Source: an optimization exercise on an open RTL-to-GDS flow (aim: small area). Production flows keep margins and buffers that such runs may drop. In this exercise RTL edits were held to simulation tests only and were not proved equivalent to the original. Power is estimated from default activity; no workload was simulated.

### design.v
module mips32_pipeline_cpu (
   input  logic        clk,
   input  logic        reset,
   input  logic [31:0] imem_data,
   input  logic        imem_ready,
   output logic [31:0] imem_addr,
   input  logic [31:0] dmem_rdata,
   output logic        dmem_we,
   output logic [31:0] dmem_addr,
   output logic [31:0] dmem_wdata,
   output logic [31:0] cycle_count,
   output logic [31:0] inst_count,
   output logic [31:0] branch_predict_correct,
   output logic [31:0] branch_predict_total
);
   localparam logic [5:0] OP_R = 6'h00, OP_J = 6'h02, OP_JAL = 6'h03, OP_BEQ = 6'h04,
                          OP_BNE = 6'h05, OP_ADDI = 6'h08, OP_ADDIU = 6'h09, OP_SLTI = 6'h0A,
                          OP_SLTIU = 6'h0B, OP_ANDI = 6'h0C, OP_ORI = 6'h0D, OP_XORI = 6'h0E,
                          OP_LUI = 6'h0F, OP_LW = 6'h23, OP_SW = 6'h2B;
   localparam logic [3:0] ALU_ADD = 4'd0, ALU_SUB = 4'd1, ALU_AND = 4'd2, ALU_OR = 4'd3,
                          ALU_XOR = 4'd4, ALU_NOR = 4'd5, ALU_SLT = 4'd6, ALU_SLTU = 4'd7,
                          ALU_SLL = 4'd8, ALU_SRL = 4'd9, ALU_SRA = 4'd10, ALU_LUI = 4'd11,
                          ALU_PC4 = 4'd12;
   logic [31:2] pc_q;
   logic        ifid_valid;
   logic [31:0] ifid_instr;
   logic        ex_valid, ex_use_imm, ex_mem_read, ex_mem_write, ex_beq, ex_bne, ex_immhi;
   logic [3:0]  ex_op;
   logic [4:0]  ex_rs, ex_rt, ex_dest;
   logic [15:0] ex_imm;
   logic [31:2] ex_pc4;
   logic        mem_valid, mem_read, mem_write, mem_ovr;
   logic [4:0]  mem_dest;
   logic [31:0] mem_result, mem_store;
   logic        wb_valid;
   logic [4:0]  wb_dest;
   logic [31:0] wb_wdata;
   logic [31:0] regs [1:31];
   logic [31:1] reg_ok;
   logic [31:0] cyc_q, inst_q, bp_ok_q, bp_tot_q;
   logic [5:0]  opc, fn;
   logic [4:0]  rs, rt, rd;
   logic        uses_rs, uses_rt, jump, load_use, branch_taken;
   logic        d_use_imm, d_reg_write, d_mem_read, d_mem_write, d_beq, d_bne, d_zext;
   logic [3:0]  d_op;
   logic [4:0]  d_dest;
   assign opc = ifid_instr[31:26];
   assign fn  = ifid_instr[5:0];
   assign rs  = ifid_instr[25:21];
   assign rt  = ifid_instr[20:16];
   assign rd  = ifid_instr[15:11];
   always_comb begin
      d_op        = ALU_ADD;
      d_use_imm   = 1'b0;
      d_reg_write = 1'b0;
      d_mem_read  = 1'b0;
      d_mem_write = 1'b0;
      d_beq       = 1'b0;
      d_bne       = 1'b0;
      d_zext      = 1'b0;
      d_dest      = rt;
      uses_rs     = 1'b1;
      uses_rt     = 1'b0;
      jump        = 1'b0;
      case (opc)
         OP_R: begin
            uses_rt     = 1'b1;
            d_reg_write = 1'b1;
            d_dest      = rd;
            case (fn)
               6'h00: begin d_op = ALU_SLL; uses_rs = 1'b0; end
               6'h02: begin d_op = ALU_SRL; uses_rs = 1'b0; end
               6'h03: begin d_op = ALU_SRA; uses_rs = 1'b0; end
               6'h20, 6'h21: d_op = ALU_ADD;
               6'h22, 6'h23: d_op = ALU_SUB;
               6'h24: d_op = ALU_AND;
               6'h25: d_op = ALU_OR;
               6'h26: d_op = ALU_XOR;
               6'h27: d_op = ALU_NOR;
               6'h2A: d_op = ALU_SLT;
               6'h2B: d_op = ALU_SLTU;
               default: begin d_reg_write = 1'b0; uses_rs = 1'b0; uses_rt = 1'b0; end
            endcase
         end
         OP_J:   begin jump = 1'b1; uses_rs = 1'b0; end
         OP_JAL: begin
            jump = 1'b1; uses_rs = 1'b0;
            d_reg_write = 1'b1; d_dest = 5'd31; d_op = ALU_PC4;
         end
         OP_BEQ: begin d_beq = 1'b1; uses_rt = 1'b1; end
         OP_BNE: begin d_bne = 1'b1; uses_rt = 1'b1; end
         OP_ADDI, OP_ADDIU: begin d_use_imm = 1'b1; d_reg_write = 1'b1; end
         OP_SLTI:  begin d_use_imm = 1'b1; d_reg_write = 1'b1; d_op = ALU_SLT; end
         OP_SLTIU: begin d_use_imm = 1'b1; d_reg_write = 1'b1; d_op = ALU_SLTU; end
         OP_ANDI:  begin d_use_imm = 1'b1; d_reg_write = 1'b1; d_op = ALU_AND; d_zext = 1'b1; end
         OP_ORI:   begin d_use_imm = 1'b1; d_reg_write = 1'b1; d_op = ALU_OR;  d_zext = 1'b1; end
         OP_XORI:  begin d_use_imm = 1'b1; d_reg_write = 1'b1; d_op = ALU_XOR; d_zext = 1'b1; end
         OP_LUI:   begin d_use_imm = 1'b1; d_reg_write = 1'b1; d_op = ALU_LUI; uses_rs = 1'b0; end
         OP_LW:    begin d_use_imm = 1'b1; d_reg_write = 1'b1; d_mem_read = 1'b1; end
         OP_SW:    begin d_use_imm = 1'b1; d_mem_write = 1'b1; end
         default:  uses_rs = 1'b0;
      endcase
      if (!d_reg_write) d_dest = 5'd0;
      jump     = jump && ifid_valid;
      load_use = ifid_valid && ex_mem_read && (ex_dest != 5'd0) &&
                 ((uses_rs && ex_dest == rs) || (uses_rt && ex_dest == rt));
   end
   logic id_go;    
   assign id_go = ifid_valid && !load_use && !branch_taken;
   logic [31:0] fwd_rs, fwd_rt, alu;
   logic [31:2] br_target;
   logic        eq, is_branch;
   logic [991:0] regs_flat;
   always_comb for (int i = 1; i < 32; i++) regs_flat[32*(i-1) +: 32] = regs[i];
   rf_port u_rs (.regs(regs_flat), .ok(reg_ok), .idx(ex_rs), .mem_dest(mem_dest),
                 .mem_read(mem_read), .mem_result(mem_result), .wb_dest(wb_dest),
                 .wb_wdata(wb_wdata), .q(fwd_rs));
   rf_port u_rt (.regs(regs_flat), .ok(reg_ok), .idx(ex_rt), .mem_dest(mem_dest),
                 .mem_read(mem_read), .mem_result(mem_result), .wb_dest(wb_dest),
                 .wb_wdata(wb_wdata), .q(fwd_rt));
   ex_alu u_alu (.a(fwd_rs), .rt_val(fwd_rt), .op(ex_op), .use_imm(ex_use_imm),
                 .imm(ex_imm), .immhi(ex_immhi), .pc4(ex_pc4), .y(alu), .eq(eq));
   br_add u_br (.pc4(ex_pc4), .imm(ex_imm), .immhi(ex_immhi), .y(br_target));
   assign is_branch    = ex_valid && (ex_beq || ex_bne);
   assign branch_taken = ex_valid && ((ex_beq && eq) || (ex_bne && !eq));
   logic wb_we;
   assign wb_we      = (wb_dest != 5'd0);
   assign dmem_wdata = mem_ovr ? wb_wdata : mem_store;
   assign dmem_addr  = mem_result;
   assign dmem_we    = mem_valid && mem_write;
   logic [31:2] pc_d, pc_inc;
   logic        fetch;
   inc1 #(.W(30)) u_pc_inc (.a(pc_q), .y(pc_inc));
   always_comb begin
      fetch = 1'b0;
      if (branch_taken)     pc_d = br_target;
      else if (load_use)    pc_d = pc_q;
      else if (jump)        pc_d = {pc_q[31:28], ifid_instr[25:0]};
      else if (!imem_ready) pc_d = pc_q;
      else begin
         pc_d  = pc_inc;
         fetch = 1'b1;
      end
   end
   logic [31:0] cyc_d, inst_d, bp_tot_d, bp_ok_d;
   inc1      #(.W(32)) u_cyc  (.a(cyc_q),    .y(cyc_d));
   inc_chain #(.W(32)) u_inst (.a(inst_q),   .ci(wb_valid),  .y(inst_d));
   inc_chain #(.W(32)) u_tot  (.a(bp_tot_q), .ci(is_branch), .y(bp_tot_d));
   inc_late  #(.W(32)) u_ok   (.a(bp_ok_q),  .en(is_branch && !branch_taken), .y(bp_ok_d));
   always_ff @(posedge clk or posedge reset) begin
      if (reset) begin
         pc_q       <= '0;
         ifid_valid <= 1'b0;
         ex_valid   <= 1'b0;
         mem_valid  <= 1'b0;
         mem_read   <= 1'b0;
         mem_write  <= 1'b0;
         mem_ovr    <= 1'b0;
         mem_dest   <= 5'd0;
         mem_result <= 32'd0;
         mem_store  <= 32'd0;
         wb_valid   <= 1'b0;
         wb_dest    <= 5'd0;
         reg_ok     <= '0;
         cyc_q      <= '0;
         inst_q     <= '0;
         bp_ok_q    <= '0;
         bp_tot_q   <= '0;
      end else begin
         pc_q       <= pc_d;
         ifid_valid <= fetch || load_use;
         ex_valid   <= id_go;
         mem_valid  <= ex_valid;
         mem_read   <= ex_mem_read;
         mem_write  <= ex_mem_write;
         mem_ovr    <= (mem_dest != 5'd0) && (mem_dest == ex_rt);
         mem_dest   <= ex_dest;
         mem_result <= alu;
         mem_store  <= fwd_rt;
         wb_valid   <= mem_valid;
         wb_dest    <= mem_dest;
         for (int i = 1; i < 32; i++) if (wb_we && wb_dest == 5'(i)) reg_ok[i] <= 1'b1;
         cyc_q      <= cyc_d;
         inst_q     <= inst_d;
         bp_tot_q   <= bp_tot_d;
         bp_ok_q    <= bp_ok_d;
      end
   end
   always_ff @(posedge clk) begin
      if (!load_use) ifid_instr <= imem_data;
      ex_use_imm   <= id_go && d_use_imm;
      ex_mem_read  <= id_go && d_mem_read;
      ex_mem_write <= id_go && d_mem_write;
      ex_beq       <= id_go && d_beq;
      ex_bne       <= id_go && d_bne;
      ex_op        <= id_go ? d_op : ALU_ADD;
      ex_rs        <= id_go ? rs : 5'd0;
      ex_rt        <= id_go ? rt : 5'd0;
      ex_dest      <= id_go ? d_dest : 5'd0;
      ex_imm       <= ifid_instr[15:0];
      ex_immhi     <= ifid_instr[15] && !d_zext;
      ex_pc4       <= pc_q;
      wb_wdata     <= mem_read ? dmem_rdata : mem_result;
      for (int i = 1; i < 32; i++) if (wb_we && wb_dest == 5'(i)) regs[i] <= wb_wdata;
   end
   assign imem_addr              = {pc_q, 2'b00};
   assign cycle_count            = cyc_q;
   assign inst_count             = inst_q;
   assign branch_predict_correct = bp_ok_q;
   assign branch_predict_total   = bp_tot_q;
endmodule
module rf_aoi222 (
   input  logic a1, a2, b1, b2, c1, c2,
   output logic y
);
   assign y = ~((a1 & a2) | (b1 & b2) | (c1 & c2));
endmodule
module rf_nand4 (
   input  logic a, b, c, d,
   output logic y
);
   assign y = ~(a & b & c & d);
endmodule
module rf_mux33 (
   input  logic [32:0] d,
   input  logic [32:0] s,
   output logic        y
);
   logic [10:0] t;
   logic [2:0]  n;
   for (genvar k = 0; k < 11; k++) begin : g_t
      rf_aoi222 u (.a1(d[3*k]), .a2(s[3*k]), .b1(d[3*k+1]), .b2(s[3*k+1]),
                   .c1(d[3*k+2]), .c2(s[3*k+2]), .y(t[k]));
   end
   rf_nand4 u_n0 (.a(t[0]), .b(t[1]), .c(t[2]), .d(t[3]), .y(n[0]));
   rf_nand4 u_n1 (.a(t[4]), .b(t[5]), .c(t[6]), .d(t[7]), .y(n[1]));
   assign n[2] = ~(t[8] & t[9] & t[10]);
   assign y = |n;
endmodule
module rf_port (
   input  logic [991:0] regs,
   input  logic [31:1]  ok,
   input  logic [4:0]   idx,
   input  logic [4:0]   mem_dest,
   input  logic         mem_read,
   input  logic [31:0]  mem_result,
   input  logic [4:0]   wb_dest,
   input  logic [31:0]  wb_wdata,
   output logic [31:0]  q
);
   logic [32:0] s;
   logic        f_mem, f_wb;
   always_comb begin
      f_mem = (mem_dest != 5'd0) && !mem_read && (mem_dest == idx);
      f_wb  = (wb_dest != 5'd0) && (wb_dest == idx);
      s[0]  = f_mem;
      s[32] = f_wb && !f_mem;
      for (int i = 1; i < 32; i++) s[i] = ok[i] && (idx == 5'(i)) && !f_mem && !f_wb;
   end
   for (genvar b = 0; b < 32; b++) begin : g_bit
      logic [32:0] d;
      assign d[0]  = mem_result[b];
      assign d[32] = wb_wdata[b];
      for (genvar k = 1; k < 32; k++) begin : g_d
         assign d[k] = regs[32*(k-1) + b];
      end
      rf_mux33 u (.d(d), .s(s), .y(q[b]));
   end
endmodule
module lcu_bk #(
   parameter int W = 32
) (
   input  logic [W-1:0] p,
   input  logic [W-1:0] g,
   input  logic         ci,
   output logic [W-1:0] co
);
   logic [W-1:0] pp, gg;
   always_comb begin
      pp = p;
      gg = g;
      gg[0] = g[0] | (p[0] & ci);
      for (int i = 1; (1 << i) <= W; i++)
         for (int j = (1 << i) - 1; j < W; j += (1 << i)) begin
            gg[j] = gg[j] | (pp[j] & gg[j - (1 << (i - 1))]);
            pp[j] = pp[j] & pp[j - (1 << (i - 1))];
         end
      for (int i = 6; i > 0; i--)
         for (int j = (1 << i) + (1 << (i - 1)) - 1; j < W; j += (1 << i)) begin
            gg[j] = gg[j] | (pp[j] & gg[j - (1 << (i - 1))]);
            pp[j] = pp[j] & pp[j - (1 << (i - 1))];
         end
      co = gg;
   end
endmodule
module inc_chain #(
   parameter int W = 32
) (
   input  logic [W-1:0] a,
   input  logic         ci,
   output logic [W-1:0] y
);
   logic [W:0] c;
   always_comb begin
      c[0] = ci;
      for (int i = 0; i < W; i++) begin
         y[i]   = a[i] ^ c[i];
         c[i+1] = a[i] & c[i];
      end
   end
endmodule
module inc1 #(
   parameter int W = 32
) (
   input  logic [W-1:0] a,
   output logic [W-1:0] y
);
   logic [W:0] c;
   always_comb begin
      c[0] = 1'b1;
      for (int i = 0; i < W; i++) begin
         y[i]   = a[i] ^ c[i];
         c[i+1] = a[i] & c[i];
      end
   end
endmodule
module inc_late #(
   parameter int W = 32
) (
   input  logic [W-1:0] a,
   input  logic         en,
   output logic [W-1:0] y
);
   logic [W:0] t;
   always_comb begin
      t[0] = 1'b1;
      for (int i = 0; i < W; i++) begin
         y[i]   = a[i] ^ (en & t[i]);
         t[i+1] = a[i] & t[i];
      end
   end
endmodule
module br_add (
   input  logic [31:2] pc4,
   input  logic [15:0] imm,
   input  logic        immhi,
   output logic [31:2] y
);
   logic [16:0] c;
   logic [13:0] hi, hi_inc, hi_dec, hi_n;
   always_comb begin
      c[0] = 1'b0;
      for (int i = 0; i < 16; i++) begin
         y[i+2] = pc4[i+2] ^ imm[i] ^ c[i];
         c[i+1] = (pc4[i+2] & imm[i]) | (c[i] & (pc4[i+2] ^ imm[i]));
      end
   end
   assign hi   = pc4[31:18];
   assign hi_n = ~hi;
   inc1 #(.W(14)) u_inc (.a(hi), .y(hi_inc));
   inc1 #(.W(14)) u_dec (.a(hi_n), .y(hi_dec));    
   assign y[31:18] = (c[16] == immhi) ? hi : (c[16] ? hi_inc : ~hi_dec);
endmodule
module ex_alu (
   input  logic [31:0] a,
   input  logic [31:0] rt_val,
   input  logic [3:0]  op,
   input  logic        use_imm,
   input  logic [15:0] imm,
   input  logic        immhi,
   input  logic [31:2] pc4,
   output logic [31:0] y,
   output logic        eq
);
   localparam logic [3:0] ALU_ADD = 4'd0, ALU_SUB = 4'd1, ALU_AND = 4'd2, ALU_OR = 4'd3,
                          ALU_XOR = 4'd4, ALU_NOR = 4'd5, ALU_SLT = 4'd6, ALU_SLTU = 4'd7,
                          ALU_SLL = 4'd8, ALU_SRL = 4'd9, ALU_SRA = 4'd10, ALU_LUI = 4'd11,
                          ALU_PC4 = 4'd12;
   logic [31:0] b, bx, p, g, c, cin, t, sh_in, sh_out, y_al;
   logic        sub, lt, cp, cg, cc, inv, s_slt, s_sr, s_sl, s_lui, s_pc4;
   always_comb begin
      sub = 1'b0; cp = 1'b0; cg = 1'b0; cc = 1'b0; inv = 1'b0;
      s_slt = 1'b0; s_sr = 1'b0; s_sl = 1'b0; s_lui = 1'b0; s_pc4 = 1'b0;
      case (op)
         ALU_ADD:  begin cp = 1'b1; cc = 1'b1; end
         ALU_SUB:  begin cp = 1'b1; cc = 1'b1; sub = 1'b1; end
         ALU_AND:  cg = 1'b1;
         ALU_OR:   begin cp = 1'b1; cg = 1'b1; end
         ALU_XOR:  cp = 1'b1;
         ALU_NOR:  begin cp = 1'b1; cg = 1'b1; inv = 1'b1; end
         ALU_SLT, ALU_SLTU: begin sub = 1'b1; s_slt = 1'b1; end
         ALU_SLL:  s_sl = 1'b1;
         ALU_SRL, ALU_SRA: s_sr = 1'b1;
         ALU_LUI:  s_lui = 1'b1;
         ALU_PC4:  s_pc4 = 1'b1;
         default: ;
      endcase
   end
   assign b   = use_imm ? {{16{immhi}}, imm} : rt_val;
   assign bx  = b ^ {32{sub}};
   assign p   = a ^ bx;
   assign g   = a & bx;
   lcu_bk #(.W(32)) u_lcu (.p(p), .g(g), .ci(sub), .co(c));
   assign cin  = {c[30:0], sub};
   assign t    = (p & {32{cp}}) | (g & {32{cg}});
   assign y_al = t ^ ((cin & {32{cc}}) | {32{inv}});
   assign lt   = (op == ALU_SLTU) ? !c[31] : ((a[31] != b[31]) ? a[31] : (p[31] ^ c[30]));
   assign eq   = (p == 32'd0);
   always_comb begin
      for (int i = 0; i < 32; i++) sh_in[i] = s_sl ? rt_val[31 - i] : rt_val[i];
      sh_out = 32'($signed({(op == ALU_SRA) && rt_val[31], sh_in}) >>> imm[10:6]);
      for (int i = 0; i < 32; i++)
         y[i] = y_al[i] | (s_sr & sh_out[i]) | (s_sl & sh_out[31 - i]) |
                ((i >= 16) ? (s_lui & imm[i % 16]) : 1'b0) |
                ((i >= 2) ? (s_pc4 & pc4[(i < 2) ? 2 : i]) : 1'b0) |
                ((i == 0) ? (s_slt & lt) : 1'b0);
   end
endmodule
### flow/run.sh
#!/bin/bash
# The standard layout (the standard.sh, synthesis unchanged) with three changes:
# port buffers are the smallest buffer, the clock tree uses clkbuf_8 without dummy loads,
# and cells off the critical paths are downsized after global routing.
# make's full output goes to flow_make.log; each ORFS step keeps its own log under orfs/logs/.
set -o pipefail
bash standard.sh \
   "BUFFER_PORTS_ARGS=-buffer_cell sky130_fd_sc_hd__buf_1" \
   "CTS_ARGS=-sink_clustering_enable -repair_clock_nets -buf_list sky130_fd_sc_hd__clkbuf_8 -sink_clustering_size 20 -dont_use_dummy_load" \
   "RECOVER_POWER=100" \
   finish > flow_make.log 2>&1
### standard.sh
#!/bin/bash
# synth_recipe.tcl (not shown) runs the flow's synth.tcl, then flattens the netlist and writes it again
# the make line also repeats each setting of config.mk as NAME=value (left out here)
make -C /OpenROAD-flow-scripts/flow DESIGN_CONFIG=/design/flow/config.mk WORK_HOME=/design/flow/orfs CLKGATE_MAP_FILE= SYNTH_SCRIPT=/design/flow/synth_recipe.tcl "${@:-finish}"
### config.mk
export PLATFORM = sky130hd
export DESIGN_NAME = mips32_pipeline_cpu
export DESIGN_NICKNAME = mips32_pipeline_cpu
export VERILOG_FILES = /design/flow/design.v
export SDC_FILE = /design/flow/constraint.sdc
export NUM_CORES = 4
export LEC_CHECK = 0
export CAP_MARGIN = 20
export CORE_MARGIN = 2
export CORE_UTILIZATION = 50
export SLEW_MARGIN = 20
export SYNTH_HIERARCHICAL = 1
export SYNTH_MINIMUM_KEEP_SIZE = 0
### constraint.sdc
create_clock -name core_clock -period 10.0 [get_ports {clk}]
set_input_delay 2.0000 -clock core_clock [delete_from_list [all_inputs] [get_ports {clk}]]
set_output_delay 2.0000 -clock core_clock [all_outputs]
set_load 0.01 [all_outputs]
==> run_results.csv, run 1 <==
group,metric,value,unit
outcome,status,"failed layout checks",
outcome,violations,"max-capacitance violations, max-slew violations",
sta,fin_crit,8877,ps
job,maxCapViolations,66,
die,die_x,355.3,µm
routing,wl,229400,µm
worst_setup_path,cp.required,10830,ps
sta,worst_pin_slew,5967,ps
die,num_rows,128,
clock_tree,clock-sinks,1403,
clock_tree,clockBufferDepth,3,
yosys,synth_fa_ha_area_frac,0.04213,
die,start_util,0.5050,
worst_setup_path,crit_slowest_cell,"clkbuf_1",
worst_setup_path,crit_path_end_kind,"register",
sta,whs,303.1,ps
sta,rsz0062_at_grt,"false",
routing,dr.pass1.iters,13,
yosys,synth_compound_area_frac,0.1649,
grt,grt_pass1_wl,322600,µm
worst_setup_path,startpoint_type,"register",
yosys,synth.distinct_cells,104,
worst_setup_path,worstPathArrival,9710,ps
cells_and_area,drive_gt1_frac,0.1304,
yosys,netlist_top_cells_area,"edfxtp_1 50%, a222oi_1 11%, dfrtp_1 11%, ha_1 3.7%, dfxtp_1 3.5%",
cells_and_area,final_common_cell,"edfxtp_1",
worst_setup_path,cpMostUsedCell,"nand4_1",
cells_and_area,final_nets,4893,
place,place_area,66070,µm²
yosys,yosysTopAreaCell,"edfxtp_1",
clock_tree,clock_latency,960,ps
yosys,synth_top_family_by_area,"compound AO/OA/AOI/OAI gates",
sta,clock.fmax,0.1127,GHz
clock_tree,post_cts_resized,0,
power,ir_drop,162.0,µV
place,gp_congestion,0.9578,
power,p_per_area,196.7,nW/µm²
yosys,synthCells,4081,
sta,final.setup.tns,0,ps
grt,grt_max_degree,118,
grt,grt_usage,0.3551,
sta,hold_viol,0,
sta,slew_viol_final,2406,
routing,ant_nets,0,
clock_tree,numCtsBuffers,224,
routing,drc,0,
sta,setup_slack,1123,ps
yosys,synth-xor-area-share,0.01888,
cells_and_area,final_area,68730,µm²
yosys,synth_flop_cell,"edfxtp_1",
grt,grt_pass1_vias,44610,
yosys,ys_warn_count,18,
grt,grt_overflow,0,
yosys,syn_avg_cell_area,15.12,µm²
die,io_pins,292,
die,die_y,355.3,µm
yosys,ys_seq_area_frac,0.6431,
routing,num_vias,46900,
clock_tree,h-tree-depth,4,
yosys,synth-edff-count,1024,
place,io_buffers,289,
sta,min_period_over_period,0.8877,
clock_tree,cts_hold_buffers,0,
yosys,yosys.area_share.simple,0.07514,
clock_tree,cts_tree,"done",
worst_setup_path,crit_chain,"clkbuf_1, a2111oi_4, buf_4, nor4_1, buf_4, a222oi_1, nand4_1, nor2_1, nand4_1, ha_1, nor4_1, nand4_1, nor2_1, mux2_1, nand2_1, and2_1, and4_1, and4_1, nand4_1, xnor2_1",
yosys,muxShareOfSynthArea,0.04118,
routing,drt_iter0_drc,10940,
worst_setup_path,path_delay_family,"simple AND/OR/NAND/NOR gates",
worst_setup_path,critPathKind,"register to register",
routing,viasPerCell,7.496,
worst_setup_path,crit_path_max_fanout,33,
die,die_area,126300,µm²
sta,finalClockSkew,117.7,ps
sta,max_slew_margin,-2.978,
grt,antenna_found_initial,10,
routing,wl_per_cell,36.66,µm
place,dpl.hpwl,140400,µm
worst_hold_path,hp-class,"register to register",
cells_and_area,final_cell_mix,"1024 x edfxtp_1, 705 x a222oi_1, 285 x buf_1",
cells_and_area,finish.utilization,0.5624,
die,core,122200,µm²
yosys,synth-seq-cells,1403,
clock_tree,postCtsSetupBuffers,0,
yosys,synth_top_area_frac,0.4983,
yosys,syn_area,61710,µm²
yosys,ys_async_sr_fraction,0.1924,
clock_tree,path_clk_slew,60,ps
worst_setup_path,crit_path_max_incr_delay,1200,ps
clock_tree,cts_root_buf,"clkbuf_8",
power,leakage,24.23,nW
place,preCtsSetupSlack,2050,ps
worst_setup_path,crit_buf_inv,3,
sta,setup-violations-final,0,
cells_and_area,areaGrowthSynthToFinish,11.36,%
cells_and_area,fillers,10040,
per-stage QoR:
step,std cells,power (W)
3_3_place_gp,6027,0.009569
2_1_floorplan,4082,0.008451
6_report,6257,0.01352
3_5_place_dp,6027,0.009594
4_1_cts,6251,0.01355
5_1_grt,6253,0.01397
modules after synthesis, one instance, submodules excluded, a selection:
module / area, µm² / cells / copies in the design
ex_alu: 5109 / 645 / 1
rf_port: 684.4 / 106 / 2
rf_mux33: 10.01 / 2 / 64
mips32_pipeline_cpu: 42770 / 1831 / 1
rf_aoi222: 10.01 / 1 / 704
br_add: 974.7 / 112 / 1
rf_nand4: 6.256 / 1 / 128
metal layers:
metal / up-vias / GRT usage / part of all wire
met5: - / 0 / 0.00015
met4: 6 / 0.1797 / 0.056
met3: 608 / 0.1010 / 0.14
met2: 4054 / 0.5044 / 0.43
met1: 23230 / 0.4990 / 0.37
li1: 19000 / - / -
cell families (layout without fill, tap and decap cells):
| logic type | count (synthesis) | in the layout |
|---|---|---|
| simple gates | 843 | 843 |
| flops | 1403 | 1403 |
| xor+xnor | 133 | 133 |
| buf+inv | 179 | 723 |
| compound gates | 1130 | 1130 |
| mux | 193 | 193 |
| other cells | 1 | 8 |
| fa+ha+maj | 199 | 199 |
area by class of cell:
type                       instances  area [µm²]  share of cell area
sequential                      1403       39690              0.5775
multi-input combinational       2500       21670              0.3154
clock buffer                     224        3083             0.04486
timing repair buffer             451        2047             0.02978
tap                             1625        2033             0.02958
inverter                          48       182.7            0.002658
antenna                            6       15.01           0.0002185
synthesized netlist by cell type (6+ instances only):
master / number
a211oi_1: 18
a211oi_2: 9
a21o_1: 34
a21oi_1: 134
a21oi_2: 10
a221o_1: 36
a221oi_1: 15
a222oi_1: 705
a22oi_1: 37
a31oi_1: 9
and2_1: 25
and3_1: 6
buf_1: 13
buf_2: 22
buf_4: 16
buf_6: 16
clkbuf_1: 62
dfrtp_1: 270
dfxtp_1: 109
edfxtp_1: 1024
fa_1: 15
ha_1: 183
inv_1: 44
mux2_2: 80
mux2i_1: 72
mux4_2: 36
nand2_1: 141
nand2b_1: 16
nand3_1: 36
nand4_1: 202
nor2_1: 161
nor2b_1: 32
nor3_1: 49
nor4_1: 70
nor4_2: 8
o211ai_1: 9
o21a_1: 7
o21ai_0: 41
o221ai_1: 10
or2_2: 36
or3_1: 11
xnor2_1: 87
xor2_1: 46
final timing paths:
check,depth (start not counted),endpoint,slack (ps),from
max in group asynchronous,3,mem_ovr$_DFF_PP0_,2150,reset
max,20,bp_ok_q[30]$_DFF_PP0_,1120,mem_read$_DFF_PP0_
min,0,mem_read$_DFF_PP0_,300,ex_mem_read$_DFF_P_
min reg2reg,0,mem_read$_DFF_PP0_,300,ex_mem_read$_DFF_P_
min in group asynchronous,2,inst_q[30]$_DFF_PP0_,2840,reset
max reg2reg,20,bp_ok_q[30]$_DFF_PP0_,1120,mem_read$_DFF_PP0_
state kept, by name, indices dropped and copies added (netlist names), 31 cells and up, named ones only:
register / count
bp_tot_q: 32
bp_ok_q: 32
reg_ok: 31
regs: 992
mem_result: 32
inst_q: 32
cyc_q: 32
mem_store: 32
wb_wdata: 32
ifid_instr: 32
where the power goes:
group / internal, W / switching, W / leakage, nW
logic: 0.000615 / 0.00152 / 8.68
clock network: 0.00195 / 0.00205 / 1.61
registers: 0.00698 / 0.000407 / 13.9
total: 0.00954 / 0.00397 / 24.2
==> run 2: changes to the inputs <==
==> flow/run.sh (replaced) <==
#!/bin/bash
# The standard layout (the standard.sh, synthesis unchanged) with two changes:
# port buffers are the smallest buffer, and the clock tree uses clkbuf_8 leaves in
# clusters of up to 14 sinks, without dummy loads.
# make's full output goes to flow_make.log; each ORFS step keeps its own log under orfs/logs/.
set -o pipefail
bash standard.sh \
   "BUFFER_PORTS_ARGS=-buffer_cell sky130_fd_sc_hd__buf_1" \
   "CTS_ARGS=-sink_clustering_enable -repair_clock_nets -buf_list sky130_fd_sc_hd__clkbuf_8 -sink_clustering_size 14 -sink_clustering_max_diameter 80 -dont_use_dummy_load" \
   finish > flow_make.log 2>&1
==> run 2 against run 1 <==
Compared with the run above:
- now clean on timing, DRC and antenna
- synthesized cell count is the same
- non-clock buffer count stayed put
- critical path depth rose by 2
- critical path type unchanged
- core utilization shrank 0.91 points
- register-to-register slack better by 690 ps
- highest routed layer unchanged
- clock power decreased by about 30%
- worst hold slack improved by 28 ps
- global-route usage down 0.38 points
- design area down 1.6%
- sequential power decreased by 0.7%
- first-iteration DRC count is 6.8% higher
==> run_results.csv, run 2 <==
group,metric,value,unit
outcome,status,"complete, no violations",
yosys,yosysTopAreaCell,"edfxtp_1",
cells_and_area,multiInputGateArea,21840,µm²
worst_setup_path,crit_path_max_fanout,32,
sta,min_period_over_period,0.8186,
yosys,synth-seq-cells,1403,
die,die_x,355.3,µm
worst_setup_path,crit_slowest_cell,"nor2_2",
sta,final.setup.tns,0,ps
cells_and_area,final_nets,4780,
clock_tree,path_clk_slew,100,ps
cells_and_area,finish.utilization,0.5533,
clock_tree,cts_hold_buffers,0,
die,io_pins,292,
grt,grt_max_degree,118,
worst_setup_path,crit_chain,"xnor2_1, nand4_2, nor2_2, nor4_2, buf_4, a222oi_1, nand4_1, nor2_1, nand4_1, a21oi_1, xnor2_1, ha_1, nor4_1, nand4_1, nor2_1, mux2_2, nand2_1, and2_1, and4_1, and4_1, nand4_1, xnor2_1",
clock_tree,post_cts_resized,0,
power,leakage,23.73,nW
power,clockPowerShare,0.228,
clock_tree,cts_root_buf,"clkbuf_8",
power,swShare,0.3048,
grt,grt_usage,0.3513,
worst_setup_path,cpMostUsedCell,"nand4_1",
grt,grt_pass1_vias,43380,
worst_setup_path,crit_path_end_kind,"register",
worst_setup_path,crit_path_max_incr_delay,870,ps
yosys,synth_common_cells,"1024 x edfxtp_1, 705 x a222oi_1, 270 x dfrtp_1",
worst_setup_path,cp.required,10660,ps
grt,grt_pass1_wl,319900,µm
sta,worst_pin_slew,1134,ps
power,power_frac_comb,0.178,
grt,antenna_found_initial,9,
clock_tree,postCtsSetupBuffers,0,
grt,grt_overflow,0,
yosys,synth_top_area_frac,0.4983,
sta,rsz0062_at_grt,"false",
power,ir_drop,164.6,µV
sta,clock.fmax,0.1222,GHz
power,sequentialPowerShare,0.594,
die,num_rows,128,
die,start_util,0.5050,
routing,wl_per_cell,37.10,µm
worst_setup_path,startpoint_type,"register",
sta,setup-violations-final,0,
routing,ant_nets,0,
routing,viasPerCell,7.531,
sta,max_slew_margin,0.2433,
power,internal_power,0.008579,W
routing,dr.pass1.iters,22,
yosys,synth-edff-count,1024,
cells_and_area,max_flop_register,"regs",
cells_and_area,fillers,10060,
yosys,synth.distinct_cells,104,
place,gp_congestion,0.9578,
sta,finalClockSkew,103.2,ps
worst_setup_path,worstPathArrival,8850,ps
yosys,syn_avg_cell_area,15.12,µm²
worst_hold_path,hp-class,"register to register",
power,p_per_area,182.5,nW/µm²
routing,num_vias,46260,
yosys,ys_seq_area_frac,0.6431,
place,dpl.hpwl,140400,µm
sta,fin_crit,8186,ps
place,io_buffers,289,
die,core,122200,µm²
power,switchingPower,0.003761,W
cells_and_area,largest_register_ffs,992,
yosys,syn_area,61710,µm²
clock_tree,clockBufferDepth,3,
cells_and_area,seq_area,39690,µm²
clock_tree,clock_latency,850,ps
cells_and_area,drive_gt1_frac,0.1332,
clock_tree,clock-sinks,1403,
worst_setup_path,path_delay_family,"simple AND/OR/NAND/NOR gates",
yosys,synth_flop_cell,"edfxtp_1",
worst_setup_path,critPathKind,"register to register",
yosys,ys_warn_count,18,
yosys,synth_most_common_cell,"edfxtp_1",
sta,hold_viol,0,
cells_and_area,areaGrowthSynthToFinish,9.566,%
worst_setup_path,crit_buf_inv,1,
job,maxCapViolations,0,
die,die_y,355.3,µm
routing,drt_iter0_drc,11690,
die,die_area,126300,µm²
yosys,synthCells,4081,
yosys,ys_async_sr_fraction,0.1924,
yosys,netlist_top_cells_area,"edfxtp_1 50%, a222oi_1 11%, dfrtp_1 11%, ha_1 3.7%, dfxtp_1 3.5%",
cells_and_area,final_common_cell,"edfxtp_1",
clock_tree,cts_tree,"done",
clock_tree,numCtsBuffers,111,
cells_and_area,final_cell_mix,"1024 x edfxtp_1, 705 x a222oi_1, 289 x buf_1",
sta,slew_viol_final,0,
routing,wl,227900,µm
routing,drc,0,
clock_tree,h-tree-depth,3,
[run 2: cell types whose count changed in the layout (fill, tap and decap cells not counted), sizes merged]
cell | previous run | this run
clkinvlp | 2 | 0
diode | 6 | 5
buf | 379 | 451
inv | 45 | 48
clkinv | 1 | 0
clkbuf | 296 | 111
[run 2: worst register-to-register path, delay by kind of cell (launching register included)]
| family | cells | cell delay [ps] |
|---|---|---|
| buf+inv | 1 | 340 |
| compound gates | 2 | 770 |
| mux | 1 | 390 |
| simple gates | 14 | 5130 |
| flops | 1 | 600 |
| xor+xnor | 3 | 430 |
| fa+ha+maj | 1 | 360 |
[run 2: cell families (layout without fill, tap and decap cells)]
logic type,count (synthesis),in the layout,share of synthesized area
adders and majority gates,199,199,0.04213
other,1,7,0.00006077
xor gates and xnor gates,133,133,0.01888
buffers and inverters,179,610,0.01466
AOI/OAI and AO/OA,1130,1130,0.1649
DFF,1403,1403,0.6431
muxes,193,193,0.04118
and+or+nand+nor,843,843,0.07514
[run 2: metrics by stage]
step	setup WS [ps]	total power [W]	hold WS (ps)	cell area, µm²	cells
floorplan	561.3	0.008451	316.3	61720	4082
global placement	2246	0.009569	320.6	66070	6027
CTS	2008	0.01232	333.6	67600	6138
global route	1497	0.01274	337.5	67620	6143
finish	1814	0.01234	331.6	67620	6143
detailed placement	2050	0.009594	320.2	66070	6027
[run 2: layer usage]
layer	vias to the layer above	global-route usage	routed length (µm)
met5	-	0	46
met1	22980	0.5030	85370
met4	8	0.1685	12330
met2	4011	0.5047	97510
li1	18760	-	-
met3	502	0.08446	32650
[run 2: final timing paths]
path                            slack (ps)               endpoint  cells past startpoint            startpoint
worst max-delay path                  1810  bp_ok_q[30]$_DFF_PP0_                     22   ex_rt[1]$_SDFF_PN0_
min in group asynchronous             1410    cyc_q[12]$_DFF_PP0_                      2                 reset
max in group asynchronous             7000   pc_q[24]$_DFFE_PP0P_                      3                 reset
worst max register to register        1810  bp_ok_q[30]$_DFF_PP0_                     22   ex_rt[1]$_SDFF_PN0_
worst min register to register         330    mem_write$_DFF_PP0_                      0  ex_mem_write$_DFF_P_
worst min-delay path                   330    mem_write$_DFF_PP0_                      0  ex_mem_write$_DFF_P_
[run 2: per-module statistics from Yosys, one instance, submodules excluded, excerpt]
| module | cells inside | flip-flops and latches |
|---|---|---|
| rf_mux33 | 2 | 0 |
| rf_aoi222 | 1 | 0 |
| br_add | 112 | 0 |
| rf_nand4 | 1 | 0 |
| ex_alu | 645 | 0 |
| rf_port | 106 | 0 |
| mips32_pipeline_cpu | 1831 | 1403 |
[run 2: power by group through the flow]
stage               combinational, W  sequential (W)  clock (W)
floorplan                   0.000967         0.00748          0
finish                       0.00220         0.00733    0.00281
global route                 0.00234         0.00735    0.00305
detailed placement           0.00215         0.00745          0
CTS                          0.00216         0.00732    0.00285
global placement             0.00213         0.00744          0
[run 2: layout make-up]
class | count | area share
tap | 1625 | 0.03007
sequential | 1403 | 0.5871
clock buffer | 111 | 0.02259
antenna | 5 | 0.0001850
timing repair buffer | 451 | 0.03421
multi-input combinational | 2500 | 0.3231
inverter | 48 | 0.002813
==> run 3: changes to the inputs <==
==> run.sh (new file) <==
#!/bin/bash
# synth_recipe.tcl (not shown) runs the flow's synth.tcl, then flattens the netlist and writes it again
# the make line also repeats each setting of config.mk as NAME=value (left out here)
make -C /OpenROAD-flow-scripts/flow DESIGN_CONFIG=/design/flow/config.mk WORK_HOME=/design/flow/orfs CLKGATE_MAP_FILE= SYNTH_SCRIPT=/design/flow/synth_recipe.tcl finish
--- a/config.mk
+++ b/config.mk
@@ -9,4 +9,7 @@
 export CORE_MARGIN = 2
 export CORE_UTILIZATION = 50
+export CTS_BUF_LIST = sky130_fd_sc_hd__clkbuf_8
+export CTS_CLUSTER_DIAMETER = 80
+export CTS_CLUSTER_SIZE = 14
 export SLEW_MARGIN = 20
 export SYNTH_HIERARCHICAL = 1
removed: flow/run.sh
removed: standard.sh
==> run 3 against run 2 <==
Compared with the run above:
- die area unchanged
- worst hold slack improved by 3.0 ps
- combinational power increased by 6%
- core utilization increased by 1.9 points
- non-clock buffer count unchanged
- design area increased by 3.4%
- global-route usage about the same
- maximum frequency decreased by 1.3%
- total power increased by 3.0%
- via count increased by 0.26%
- largest cell class unchanged
- largest power group unchanged
==> run_results.csv, run 3 <==
group,metric,value,unit
cells_and_area,drive_gt1_frac,0.1335,
yosys,synth_top_area_frac,0.4983,
worst_hold_path,whs_endpoint,"mem_write$_DFF_PP0_",
grt,antenna_found_initial,6,
clock_tree,numCtsBuffers,112,
yosys,netlist_top_cells_area,"edfxtp_1 50%, a222oi_1 11%, dfrtp_1 11%, ha_1 3.7%, dfxtp_1 3.5%",
worst_hold_path,min_path_cells,0,
power,leakage,24.96,nW
yosys,ys_seq_area_frac,0.6431,
clock_tree,postCtsSetupBuffers,0,
worst_setup_path,crit_buf_inv,1,
sta,finalClockSkew,60.48,ps
grt,grt_max_degree,113,
worst_setup_path,worst_r2r_endpoint,"bp_ok_q[30]$_DFF_PP0_",
routing,num_vias,46380,
sta,max_slew_margin,0.2646,
routing,drc,0,
sta,rsz0062_at_grt,"false",
die,core,122200,µm²
worst_hold_path,hp-class,"register to register",
cells_and_area,areaGrowthSynthToFinish,13.31,%
power,ir_drop,151.0,µV
yosys,ys_async_sr_fraction,0.1924,
job,maxCapViolations,0,
grt,grt_pass1_vias,43780,
clock_tree,h-tree-depth,3,
clock_tree,path_clk_slew,100,ps
cells_and_area,final_nets,4781,
place,preCtsSetupSlack,1924,ps
yosys,synth_common_cells,"1024 x edfxtp_1, 705 x a222oi_1, 270 x dfrtp_1",
sta,slew_viol_final,0,
clock_tree,cts_tree,"done",
cells_and_area,seq_area,39700,µm²
place,io_buffers,289,
worst_setup_path,worstPathArrival,9010,ps
worst_setup_path,crit_path_max_fanout,32,
sta,setup-violations-final,0,
place,place_area,67890,µm²
sta,fin_crit,8294,ps
cells_and_area,final_common_cell,"edfxtp_1",
die,die_x,355.3,µm
yosys,syn_avg_cell_area,15.12,µm²
clock_tree,post_cts_resized,0,
worst_setup_path,path_delay_family,"simple AND/OR/NAND/NOR gates",
cells_and_area,max_flop_register,"regs",
grt,grt_overflow,0,
clock_tree,cts_root_buf,"clkbuf_8",
yosys,syn_area,61710,µm²
grt,grt_usage,0.3511,
worst_setup_path,rr_worst_depth,22,
yosys,synth_most_common_cell,"edfxtp_1",
worst_setup_path,cpMostUsedCell,"nand4_1",
die,die_area,126300,µm²
die,die_y,355.3,µm
routing,drt_iter0_drc,11580,
worst_setup_path,rr_startpoint,"ex_rt[1]$_SDFF_PN0_",
worst_setup_path,crit_slowest_cell,"nor3_4",
cells_and_area,final_area,69930,µm²
clock_tree,clock-sinks,1403,
die,num_rows,128,
yosys,synth-seq-cells,1403,
routing,wl_met2,98590,µm
routing,ant_nets,0,
worst_setup_path,cp.required,10720,ps
cells_and_area,multiInputGateArea,21840,µm²
sta,hold_viol,0,
routing,top_layer_used,"met4",
routing,wl,227400,µm
sta,setup_slack,1706,ps
worst_setup_path,critPathKind,"register to register",
worst_setup_path,crit_path_end_kind,"register",
clock_tree,clock_latency,850,ps
die,start_util,0.5050,
clock_tree,clockBufferDepth,3,
worst_setup_path,crit_path_max_incr_delay,900,ps
place,gp_congestion,0.9553,
sta,final.setup.tns,0,ps
cells_and_area,final_cell_mix,"1024 x edfxtp_1, 705 x a222oi_1, 289 x clkdlybuf4s50_1",
cells_and_area,finish.utilization,0.5723,
cells_and_area,fillers,9706,
sta,clock.fmax,0.1206,GHz
yosys,yosysTopAreaCell,"edfxtp_1",
worst_setup_path,crit_chain,"xnor2_1, nand4_2, nor3_4, nor4_2, buf_4, a222oi_1, nand4_1, nor2_1, nand4_1, mux2i_1, xnor2_1, ha_1, nor4_1, nand4_1, nor2_1, mux2_2, nand2_1, and2_1, and4_1, and4_1, nand4_1, xnor2_1",
routing,dr.pass1.iters,14,
yosys,synth.distinct_cells,104,
routing,dr_wl_met3,30640,µm
cells_and_area,largest_register_ffs,992,
yosys,synth_flop_cell,"edfxtp_1",
outcome,status,"complete, no violations",
place,dpl.hpwl,140500,µm
power,p_per_area,181.9,nW/µm²
yosys,ys_warn_count,18,
yosys,synth-edff-count,1024,
worst_setup_path,r2r_slack,1710,ps
worst_hold_path,worstHoldStart,"ex_mem_write$_DFF_P_",
sta,whs,334.6,ps
grt,grt_pass1_wl,320300,µm
worst_setup_path,startpoint_type,"register",
sta,worst_pin_slew,1099,ps
routing,wl_met1,87300,µm
routing,viasPerCell,7.428,
die,io_pins,292,
yosys,synthCells,4081,
clock_tree,cts_hold_buffers,0,
routing,wl_per_cell,36.42,µm
sta,min_period_over_period,0.8294,
## run 3: per-layer routing
metal  up-vias  global-route usage
met5         -                   0
met4         0              0.1530
met3       512             0.08415
met2      3817              0.5138
met1     23190              0.5007
li1      18870                   -
## run 3: how the worst max path moves through the flow
stage	from	to	slack (ps)	cells after the start
floorplan	reset	bp_ok_q[0]$_DFF_PP0_	560	1
global placement	ex_rt[1]$_SDFF_PN0_	bp_ok_q[28]$_DFF_PP0_	2040	22
detailed placement	ex_rt[1]$_SDFF_PN0_	bp_ok_q[23]$_DFF_PP0_	1920	22
CTS	ex_rt[1]$_SDFF_PN0_	bp_ok_q[23]$_DFF_PP0_	1940	22
global route	ex_rt[0]$_SDFF_PN0_	bp_ok_q[23]$_DFF_PP0_	1360	22
finish	ex_rt[1]$_SDFF_PN0_	bp_ok_q[30]$_DFF_PP0_	1710	22
## run 3: per-stage QoR
stage                     std cells  total power [W]
final                          6244          0.01272
after global routing           6240          0.01312
after CTS                      6239          0.01270
after detailed placement       6027         0.009732
after global placement         6027         0.009703
after floorplan                4082         0.008451
## run 3: final cells by class
| type | instances | area share |
|---|---|---|
| Clock buffer | 114 | 0.02244 |
| Antenna cell | 5 | 0.0001789 |
| Tap cell | 1625 | 0.02907 |
| Inverter | 48 | 0.002720 |
| Sequential cell | 1403 | 0.5677 |
| Multi-Input combinational cell | 2500 | 0.3124 |
| Timing Repair Buffer | 451 | 0.05912 |
| Clock inverter | 98 | 0.006441 |
## run 3: logic make-up after synthesis
kind of cell	share of synthesized area
and+or+nand+nor	0.07514
other	0.00006077
adders and majority gates	0.04213
AOI/OAI and AO/OA	0.1649
buffers and inverters	0.01466
muxes	0.04118
DFF	0.6431
xor gates and xnor gates	0.01888
## run 3: power by group
part | total (W) | internal [W] | switching, W | leakage, nW
clock network | 0.00305 | 0.00110 | 0.00195 | 1.33
registers | 0.00734 | 0.00692 | 0.000418 | 13.9
logic | 0.00233 | 0.000828 | 0.00150 | 9.69
## run 3: per-module statistics from Yosys, one instance, submodules excluded, a selection
module	flops+latches	copies in the design	cells	area [µm²]
br_add	0	1	112	974.7
ex_alu	0	1	645	5109
mips32_pipeline_cpu	1403	1	1831	42770
rf_aoi222	0	704	1	10.01
rf_mux33	0	64	2	10.01
rf_nand4	0	128	1	6.256
rf_port	0	2	106	684.4
==> run 4: changes to the inputs <==
--- a/design.v
+++ b/design.v
@@ -30,10 +30,8 @@
    logic [15:0] ex_imm;
    logic [31:2] ex_pc4;
-   logic        mem_valid, mem_read, mem_write, mem_ovr;
+   logic        mem_valid, mem_read, mem_write;
    logic [4:0]  mem_dest;
    logic [31:0] mem_result, mem_store;
    logic        wb_valid;
-   logic [4:0]  wb_dest;
-   logic [31:0] wb_wdata;
    logic [31:0] regs [1:31];
    logic [31:1] reg_ok;
@@ -114,9 +112,7 @@
    always_comb for (int i = 1; i < 32; i++) regs_flat[32*(i-1) +: 32] = regs[i];
    rf_port u_rs (.regs(regs_flat), .ok(reg_ok), .idx(ex_rs), .mem_dest(mem_dest),
-                 .mem_read(mem_read), .mem_result(mem_result), .wb_dest(wb_dest),
-                 .wb_wdata(wb_wdata), .q(fwd_rs));
+                 .mem_read(mem_read), .mem_result(mem_result), .q(fwd_rs));
    rf_port u_rt (.regs(regs_flat), .ok(reg_ok), .idx(ex_rt), .mem_dest(mem_dest),
-                 .mem_read(mem_read), .mem_result(mem_result), .wb_dest(wb_dest),
-                 .wb_wdata(wb_wdata), .q(fwd_rt));
+                 .mem_read(mem_read), .mem_result(mem_result), .q(fwd_rt));
    ex_alu u_alu (.a(fwd_rs), .rt_val(fwd_rt), .op(ex_op), .use_imm(ex_use_imm),
                  .imm(ex_imm), .immhi(ex_immhi), .pc4(ex_pc4), .y(alu), .eq(eq));
@@ -124,7 +120,10 @@
    assign is_branch    = ex_valid && (ex_beq || ex_bne);
    assign branch_taken = ex_valid && ((ex_beq && eq) || (ex_bne && !eq));
-   logic wb_we;
-   assign wb_we      = (wb_dest != 5'd0);
-   assign dmem_wdata = mem_ovr ? wb_wdata : mem_store;
+   logic [31:0] mem_wdata, store_d;
+   logic        mem_we;
+   assign mem_we     = (mem_dest != 5'd0);
+   assign mem_wdata  = mem_read ? dmem_rdata : mem_result;
+   assign store_d    = (mem_read && mem_we && mem_dest == ex_rt) ? dmem_rdata : fwd_rt;
+   assign dmem_wdata = mem_store;
    assign dmem_addr  = mem_result;
    assign dmem_we    = mem_valid && mem_write;
@@ -156,10 +155,8 @@
          mem_read   <= 1'b0;
          mem_write  <= 1'b0;
-         mem_ovr    <= 1'b0;
          mem_dest   <= 5'd0;
          mem_result <= 32'd0;
          mem_store  <= 32'd0;
          wb_valid   <= 1'b0;
-         wb_dest    <= 5'd0;
          reg_ok     <= '0;
          cyc_q      <= '0;
@@ -174,11 +171,9 @@
          mem_read   <= ex_mem_read;
          mem_write  <= ex_mem_write;
-         mem_ovr    <= (mem_dest != 5'd0) && (mem_dest == ex_rt);
          mem_dest   <= ex_dest;
          mem_result <= alu;
-         mem_store  <= fwd_rt;
+         mem_store  <= store_d;
          wb_valid   <= mem_valid;
-         wb_dest    <= mem_dest;
-         for (int i = 1; i < 32; i++) if (wb_we && wb_dest == 5'(i)) reg_ok[i] <= 1'b1;
+         for (int i = 1; i < 32; i++) if (mem_we && mem_dest == 5'(i)) reg_ok[i] <= 1'b1;
          cyc_q      <= cyc_d;
          inst_q     <= inst_d;
@@ -201,6 +196,5 @@
       ex_immhi     <= ifid_instr[15] && !d_zext;
       ex_pc4       <= pc_q;
-      wb_wdata     <= mem_read ? dmem_rdata : mem_result;
-      for (int i = 1; i < 32; i++) if (wb_we && wb_dest == 5'(i)) regs[i] <= wb_wdata;
+      for (int i = 1; i < 32; i++) if (mem_we && mem_dest == 5'(i)) regs[i] <= mem_wdata;
    end
    assign imem_addr              = {pc_q, 2'b00};
@@ -216,4 +210,10 @@
    assign y = ~((a1 & a2) | (b1 & b2) | (c1 & c2));
 endmodule
+module rf_aoi22 (
+   input  logic a1, a2, b1, b2,
+   output logic y
+);
+   assign y = ~((a1 & a2) | (b1 & b2));
+endmodule
 module rf_nand4 (
    input  logic a, b, c, d,
@@ -222,15 +222,16 @@
    assign y = ~(a & b & c & d);
 endmodule
-module rf_mux33 (
-   input  logic [32:0] d,
-   input  logic [32:0] s,
+module rf_mux32 (
+   input  logic [31:0] d,
+   input  logic [31:0] s,
    output logic        y
 );
    logic [10:0] t;
    logic [2:0]  n;
-   for (genvar k = 0; k < 11; k++) begin : g_t
+   for (genvar k = 0; k < 10; k++) begin : g_t
       rf_aoi222 u (.a1(d[3*k]), .a2(s[3*k]), .b1(d[3*k+1]), .b2(s[3*k+1]),
                    .c1(d[3*k+2]), .c2(s[3*k+2]), .y(t[k]));
    end
+   rf_aoi22 u_t10 (.a1(d[30]), .a2(s[30]), .b1(d[31]), .b2(s[31]), .y(t[10]));
    rf_nand4 u_n0 (.a(t[0]), .b(t[1]), .c(t[2]), .d(t[3]), .y(n[0]));
    rf_nand4 u_n1 (.a(t[4]), .b(t[5]), .c(t[6]), .d(t[7]), .y(n[1]));
@@ -245,25 +246,20 @@
    input  logic         mem_read,
    input  logic [31:0]  mem_result,
-   input  logic [4:0]   wb_dest,
-   input  logic [31:0]  wb_wdata,
    output logic [31:0]  q
 );
-   logic [32:0] s;
-   logic        f_mem, f_wb;
+   logic [31:0] s;
+   logic        f_mem;
    always_comb begin
       f_mem = (mem_dest != 5'd0) && !mem_read && (mem_dest == idx);
-      f_wb  = (wb_dest != 5'd0) && (wb_dest == idx);
       s[0]  = f_mem;
-      s[32] = f_wb && !f_mem;
-      for (int i = 1; i < 32; i++) s[i] = ok[i] && (idx == 5'(i)) && !f_mem && !f_wb;
+      for (int i = 1; i < 32; i++) s[i] = ok[i] && (idx == 5'(i)) && !f_mem;
    end
    for (genvar b = 0; b < 32; b++) begin : g_bit
-      logic [32:0] d;
-      assign d[0]  = mem_result[b];
-      assign d[32] = wb_wdata[b];
+      logic [31:0] d;
+      assign d[0] = mem_result[b];
       for (genvar k = 1; k < 32; k++) begin : g_d
          assign d[k] = regs[32*(k-1) + b];
       end
-      rf_mux33 u (.d(d), .s(s), .y(q[b]));
+      rf_mux32 u (.d(d), .s(s), .y(q[b]));
    end
 endmodule
==> flow/run.sh (new file) <==
#!/bin/bash
# The standard layout (the standard.sh, synthesis unchanged) with two changes:
# port buffers are the smallest buffer, and the clock tree uses clkbuf_8 leaves in
# clusters of up to 14 sinks, without dummy loads.
# make's full output goes to flow_make.log; each ORFS step keeps its own log under orfs/logs/.
set -o pipefail
bash standard.sh \
   "BUFFER_PORTS_ARGS=-buffer_cell sky130_fd_sc_hd__buf_1" \
   "CTS_ARGS=-sink_clustering_enable -repair_clock_nets -buf_list sky130_fd_sc_hd__clkbuf_8 -sink_clustering_size 14 -sink_clustering_max_diameter 80 -dont_use_dummy_load" \
   finish > flow_make.log 2>&1
==> standard.sh (new file) <==
#!/bin/bash
# synth_recipe.tcl (not shown) runs the flow's synth.tcl, then flattens the netlist and writes it again
# the make line also repeats each setting of config.mk as NAME=value (left out here)
make -C /OpenROAD-flow-scripts/flow DESIGN_CONFIG=/design/flow/config.mk WORK_HOME=/design/flow/orfs CLKGATE_MAP_FILE= SYNTH_SCRIPT=/design/flow/synth_recipe.tcl "${@:-finish}"
--- a/config.mk
+++ b/config.mk
@@ -9,7 +9,4 @@
 export CORE_MARGIN = 2
 export CORE_UTILIZATION = 50
-export CTS_BUF_LIST = sky130_fd_sc_hd__clkbuf_8
-export CTS_CLUSTER_DIAMETER = 80
-export CTS_CLUSTER_SIZE = 14
 export SLEW_MARGIN = 20
 export SYNTH_HIERARCHICAL = 1
removed: run.sh
==> run 4 against run 3 <==
Compared with the run above:
- design area down 4.7%
- flip-flop and latch count down 38
- largest power group unchanged
- critical path depth up 1
- wire length down 2.0%
- critical endpoint unchanged
- largest cell class unchanged
==> run_results.csv, run 4 <==
group,metric,value,unit
outcome,status,"complete, no violations",
clock_tree,numCtsBuffers,110,
clock_tree,postCtsSetupBuffers,0,
clock_tree,clock_latency,850,ps
place,dp_cells,5971,
grt,grtUsageMet1,0.4819,
cells_and_area,seq_area,38900,µm²
worst_setup_path,crit_path_max_fanout,32,
cells_and_area,drive_gt1_frac,0.1463,
yosys,synth_common_cells,"1024 x edfxtp_1, 641 x a222oi_1, 264 x dfrtp_1",
sta,setup-violations-final,0,
cells_and_area,fillers,10000,
die,die_area,124900,µm²
yosys,yosysTopAreaCell,"edfxtp_1",
clock_tree,h-tree-depth,3,
clock_tree,cts_root_buf,"clkbuf_8",
worst_setup_path,startpoint_type,"register",
cells_and_area,stdcell_count,6086,
routing,drt_iter0_drc,10590,
worst_setup_path,worstPathArrival,9300,ps
clock_tree,clockBufferDepth,3,
routing,num_vias,45440,
place,gp_congestion,1.006,
sta,hold_viol,0,
power,ir_drop,111.5,µV
place,preCtsSetupSlack,1663,ps
power,leakage,23.35,nW
sta,clock.fmax,0.1162,GHz
yosys,netlist_top_cells_area,"edfxtp_1 50%, dfrtp_1 11%, a222oi_1 11%, ha_1 3.8%, dfxtp_1 2.5%",
grt,grt_overflow,0,
yosys,synth_most_common_cell,"edfxtp_1",
clock_tree,clock-sinks,1365,
sta,finalClockSkew,120.2,ps
die,die_x,353.4,µm
die,start_util,0.5028,
cells_and_area,areaGrowthSynthToFinish,9.140,%
grt,antenna_found_initial,6,
sta,rsz0062_at_grt,"false",
routing,wl_per_cell,36.61,µm
sta,slew_viol_final,0,
yosys,synthCells,4063,
die,die_y,353.4,µm
sta,final.setup.tns,0,ps
die,io_pins,292,
yosys,synth-edff-count,1024,
place,io_buffers,289,
worst_hold_path,hp-class,"register to register",
grt,grt_pass1_vias,43320,
yosys,ys_seq_area_frac,0.6372,
cells_and_area,final_common_cell,"edfxtp_1",
power,p_per_area,176.4,nW/µm²
cells_and_area,largest_register_ffs,992,
place,dpl.hpwl,137200,µm
sta,max_slew_margin,0.2977,
sta,min_period_over_period,0.8605,
routing,dr.pass1.iters,14,
sta,fin_crit,8605,ps
cells_and_area,final_cell_mix,"1024 x edfxtp_1, 641 x a222oi_1, 289 x buf_1",
routing,drc,0,
cells_and_area,final_nets,4723,
clock_tree,post_cts_resized,0,
routing,viasPerCell,7.465,
routing,ant_nets,0,
routing,wl,222800,µm
yosys,synth-seq-cells,1365,
clock_tree,path_clk_slew,100,ps
grt,grtUsageMet2,0.5022,
yosys,ys_async_sr_fraction,0.1934,
die,num_rows,128,
yosys,synth_top_area_frac,0.5037,
grt,grt_usage,0.3466,
worst_setup_path,critPathKind,"register to register",
sta,setup_slack,1395,ps
worst_setup_path,cp.required,10700,ps
yosys,ys_warn_count,18,
yosys,synth.distinct_cells,103,
yosys,syn_avg_cell_area,15.02,µm²
grt,met3_usage,0.1034,
worst_setup_path,crit_path_end_kind,"register",
yosys,synth_flop_cell,"edfxtp_1",
grt,grt_pass1_wl,313000,µm
cells_and_area,max_flop_register,"regs",
die,core,121400,µm²
yosys,syn_area,61040,µm²
sta,worst_pin_slew,1053,ps
grt,grt-busiest-layer,"met2",
cells_and_area,multiInputGateArea,21870,µm²
grt,grt_max_degree,96,
clock_tree,cts_tree,"done",
clock_tree,cts_hold_buffers,0,
job,maxCapViolations,0,
==> run 4: cell count changes in the layout (fill, tap and decap cells not counted), moves of 17 or more <==
cell             before  now
buf_1                 0  289
a222oi_1            705  641
buf_4               160  131
dfxtp_1             105   76
inv_1               130   47
a221o_1              36   10
mux2_2               80  106
a22oi_2               0   64
xnor2_1              87   69
nor3_1               48   23
nand2_1             141  160
clkdlybuf4s50_1     289    0
o21ai_0              41   58
==> run 4: logic make-up (layout without fill, tap and decap cells) <==
kind of cell    after synthesis  after routing  share of synthesized area
compound gates             1120           1120                     0.1653
xor+xnor                    125            125                    0.01794
fa+ha+maj                   199            199                    0.04259
buf+inv                     190            582                    0.01478
flops                      1365           1365                     0.6372
mux                         220            220                    0.04667
other cells                   1              7                 0.00006143
simple gates                843            843                    0.07543
==> run 4: per-layer routing <==
metal	part of all wire	vias to the layer above
met2	0.43	3750
met1	0.37	22680
li1	-	18430
met3	0.14	572
met4	0.053	6
met5	0.00013	-
==> run 4: layout make-up <==
| class | count | area share |
|---|---|---|
| multi-input combinational | 2509 | 0.3283 |
| antenna | 5 | 0.0001878 |
| timing repair buffer | 421 | 0.03135 |
| inverter | 51 | 0.002986 |
| sequential | 1365 | 0.5839 |
| tap | 1625 | 0.03052 |
| clock buffer | 110 | 0.02272 |
==> run 4: worst paths after layout <==
kind | startpoint | to | slack [ps] | cells past startpoint
min in group asynchronous | reset | mem_store[8]$_DFF_PP0_ | 1260 | 2
max in group asynchronous | reset | reg_ok[19]$_DFFE_PP0P_ | 7160 | 3
max | mem_dest[2]$_DFF_PP0_ | bp_ok_q[30]$_DFF_PP0_ | 1400 | 23
max reg2reg | mem_dest[2]$_DFF_PP0_ | bp_ok_q[30]$_DFF_PP0_ | 1400 | 23
min reg2reg | ex_mem_write$_DFF_P_ | mem_write$_DFF_PP0_ | 320 | 0
min | ex_mem_write$_DFF_P_ | mem_write$_DFF_PP0_ | 320 | 0
==> run 4: modules after synthesis, one instance, submodules excluded, excerpt <==
module               times used  cell area [µm²]
rf_port                       2            585.6
br_add                        1            978.4
rf_mux32                     64            10.01
ex_alu                        1             5109
rf_aoi222                   640            10.01
rf_nand4                    128            6.256
rf_aoi22                     64            12.51
mips32_pipeline_cpu           1            42130
==> run 4: per-stage QoR <==
stage               hold WS, ps  utilization  instance area [µm²]  power [W]
global route              334.1       0.5488                66620    0.01214
detailed placement        321.6       0.5362                65090   0.009080
CTS                       322.8       0.5486                66600    0.01174
finish                    319.3       0.5488                66620    0.01175
floorplan                 316.3            -                61050   0.008155
global placement          319.0       0.5360                65070   0.009052
==> run 4: worst max-delay path: stages (launching register included) <==
cell and delay [ps]:
dfrtp_1 540, xor2_1 240, nor4_2 390, nor3b_2 870, buf_4 330, nor4_2 60, buf_4 350, a222oi_1 400
nand4_1 130, nor2_1 340, nand4_1 620, a21oi_1 380, xnor2_1 100, ha_1 370, nor4_1 360, nand4_1 250
nor2_1 290, mux2_2 380, nand2_1 410, and2_1 390, and4_1 470, and4_1 470, nand4_1 160, xnor2_1 150
==> run 4: power breakdown <==
| group | total [W] | internal, W | switching (W) |
|---|---|---|---|
| Sequential | 0.00704 | 0.00667 | 0.000369 |
| Combinational | 0.00197 | 0.000619 | 0.00136 |
| Clock | 0.00274 | 0.000976 | 0.00177 |
==> run 5: changes to the inputs <==
--- a/flow/run.sh
+++ b/flow/run.sh
@@ -7,4 +7,4 @@
 bash standard.sh \
    "BUFFER_PORTS_ARGS=-buffer_cell sky130_fd_sc_hd__buf_1" \
-   "CTS_ARGS=-sink_clustering_enable -repair_clock_nets -buf_list sky130_fd_sc_hd__clkbuf_8 -sink_clustering_size 14 -sink_clustering_max_diameter 80 -dont_use_dummy_load" \
+   "CTS_ARGS=-sink_clustering_enable -repair_clock_nets -buf_list sky130_fd_sc_hd__clkbuf_8 -sink_clustering_size 16 -sink_clustering_max_diameter 80 -dont_use_dummy_load" \
    finish > flow_make.log 2>&1
--- a/config.mk
+++ b/config.mk
@@ -6,8 +6,8 @@
 export NUM_CORES = 4
 export LEC_CHECK = 0
-export CAP_MARGIN = 20
+export CAP_MARGIN = 5
 export CORE_MARGIN = 2
 export CORE_UTILIZATION = 50
-export SLEW_MARGIN = 20
+export SLEW_MARGIN = 5
 export SYNTH_HIERARCHICAL = 1
 export SYNTH_MINIMUM_KEEP_SIZE = 0
==> run 5 against run 4 <==
Compared with the run above:
- non-clock buffer count down 1
- wire length decreased by 0.24%
- critical path type unchanged
- flip-flop and latch count unchanged
- core utilization down 0.16 points
- largest power group unchanged
- critical path depth unchanged
- clock skew is 28 ps higher
- design area is 0.30% lower
- highest routed layer unchanged
- largest cell class unchanged
- sequential power hardly changed
==> run_results.csv, run 5 <==
group,metric,value,unit
outcome,status,"complete, no violations",
sta,whs,347.2,ps
grt,grt_max_degree,96,
cells_and_area,largest_register_ffs,992,
worst_hold_path,hp-class,"register to register",
routing,viasPerCell,7.425,
yosys,ys_seq_area_frac,0.6372,
worst_setup_path,crit_chain,"xor2_1, nor4_2, nor3b_2, buf_4, nor4_2, buf_4, a222oi_1, nand4_1, nor2_1, nand4_1, a21oi_1, xnor2_1, ha_1, nor4_1, nand4_1, nor2_1, mux2_2, nand2_1, and2_1, and4_1, and4_1, nand4_1, xnor2_1",
power,power_frac_comb,0.170,
die,die_area,124900,µm²
worst_setup_path,crit_slowest_cell,"nor3b_2",
power,leakage,23.25,nW
worst_setup_path,worstPathArrival,9340,ps
routing,top_layer_used,"met5",
worst_hold_path,min_path_cells,0,
routing,wl_met1,83030,µm
power,internal_power,0.008152,W
worst_setup_path,startpoint_type,"register",
yosys,synth_common_cells,"1024 x edfxtp_1, 641 x a222oi_1, 264 x dfrtp_1",
yosys,synth_flop_cell,"edfxtp_1",
power,clockPowerShare,0.224,
sta,max_slew_margin,0.1905,
routing,num_vias,45100,
yosys,synth_most_common_cell,"edfxtp_1",
worst_setup_path,cpMostUsedCell,"nand4_1",
yosys,syn_avg_cell_area,15.02,µm²
cells_and_area,final_common_cell,"edfxtp_1",
clock_tree,postCtsSetupBuffers,0,
yosys,yosysTopAreaCell,"edfxtp_1",
worst_setup_path,cp.required,10680,ps
sta,hold_viol,0,
cells_and_area,areaGrowthSynthToFinish,8.814,%
yosys,ys_async_sr_fraction,0.1934,
worst_setup_path,crit_path_max_fanout,32,
sta,final.setup.tns,0,ps
place,io_buffers,289,
grt,grt_usage,0.3455,
routing,dr_wl_met3,32130,µm
yosys,netlist_top_cells_area,"edfxtp_1 50%, dfrtp_1 11%, a222oi_1 11%, ha_1 3.8%, dfxtp_1 2.5%",
yosys,ys_warn_count,18,
sta,slew_viol_final,0,
clock_tree,cts_tree,"done",
routing,ant_nets,0,
place,dpl.hpwl,137200,µm
cells_and_area,max_flop_register,"regs",
die,num_rows,128,
sta,setup-violations-final,0,
grt,grt_pass1_wl,312100,µm
routing,wl_met2,96080,µm
yosys,synth-edff-count,1024,
yosys,synth_top_area_frac,0.5037,
yosys,synth-seq-cells,1365,
clock_tree,cts_hold_buffers,0,
grt,antenna_found_initial,14,
grt,grt_pass1_vias,42980,
cells_and_area,final_cell_mix,"1024 x edfxtp_1, 641 x a222oi_1, 289 x buf_1",
sta,finalClockSkew,147.9,ps
routing,wl,222300,µm
sta,setup_slack,1339,ps
power,p_per_area,174.7,nW/µm²
cells_and_area,final_nets,4709,
clock_tree,clock_latency,830,ps
clock_tree,clock-sinks,1365,
sta,clock.fmax,0.1155,GHz
yosys,syn_area,61040,µm²
routing,drc,0,
routing,drt_iter0_drc,10480,
yosys,synth.distinct_cells,103,
sta,min_period_over_period,0.8661,
routing,dr.pass1.iters,14,
power,power,0.01161,W
## run 5: cell count changes in the layout (fill, tap and decap cells not counted)
cell,before,now
diode_2,5,7
fa_2,0,1
buf_12,1,0
fa_4,1,0
clkbuf_8,110,97
## run 5: worst reg2reg max path, delay by kind of cell, from the launching register on
family / cells / cell delay (ps)
buf+inv: 2 / 680
mux: 1 / 370
simple gates: 14 / 5270
xor+xnor: 3 / 490
flops: 1 / 560
compound gates: 2 / 820
fa+ha+maj: 1 / 370
## run 5: area by class of cell
type / count / area (µm²)
clock buffers: 97 / 1335
fillers: 10040 / 54970
diodes: 7 / 17.52
multi-input cells: 2509 / 21870
flip-flops and latches: 1365 / 38900
well taps: 1625 / 2033
repair buffers: 420 / 2068
inverters: 51 / 198.9
## run 5: per-stage QoR
step	utilization	cell area, µm²	cells
global placement	0.5360	65070	5970
finish	0.5472	66420	6074
detailed placement	0.5360	65070	5970
CTS	0.5470	66400	6067
global route	0.5471	66410	6071
floorplan	-	61050	4064
## run 5: per-module statistics from Yosys, one instance, submodules excluded, excerpt
module | flops+latches | times used | cells inside
mips32_pipeline_cpu | 1365 | 1 | 1829
ex_alu | 0 | 1 | 645
br_add | 0 | 1 | 112
rf_port | 0 | 2 | 98
rf_aoi22 | 0 | 64 | 1
rf_aoi222 | 0 | 640 | 1
rf_mux32 | 0 | 64 | 2
rf_nand4 | 0 | 128 | 1
## run 5: layer usage
metal	GRT usage	vias to the layer above
met5	0.001509	-
met2	0.5040	3743
met4	0.1472	10
met1	0.4836	22410
li1	-	18400
met3	0.1008	531
## run 5: path summary, 6_finish.rpt
check / endpoint / from / slack (ps)
worst max-delay path: bp_ok_q[28]$_DFF_PP0_ / mem_dest[2]$_DFF_PP0_ / 1340
worst min-delay path: mem_write$_DFF_PP0_ / ex_mem_write$_DFF_P_ / 350
worst max register to register: bp_ok_q[28]$_DFF_PP0_ / mem_dest[2]$_DFF_PP0_ / 1340
worst min register to register: mem_write$_DFF_PP0_ / ex_mem_write$_DFF_P_ / 350
max in group asynchronous: reg_ok[12]$_DFFE_PP0P_ / reset / 7200
min in group asynchronous: mem_store[8]$_DFF_PP0_ / reset / 1270
## run 5: kinds of logic after synthesis
family,synth area share
flip-flops,0.6372
AO/OA/AOI/OAI,0.1653
AND/OR/NAND/NOR,0.07543
multiplexers,0.04667
adder cells (fa/ha/maj),0.04259
buffers and inverters,0.01478
XOR/XNOR,0.01794
other,0.00006143
## run 5: power by group through the flow
stage | Clock, W | Combinational (W) | Sequential (W)
after global placement | 0 | 0.00190 | 0.00715
after CTS | 0.00264 | 0.00194 | 0.00702
after detailed placement | 0 | 0.00193 | 0.00715
final | 0.00260 | 0.00197 | 0.00704
after floorplan | 0 | 0.00116 | 0.00699
after global routing | 0.00283 | 0.00212 | 0.00705
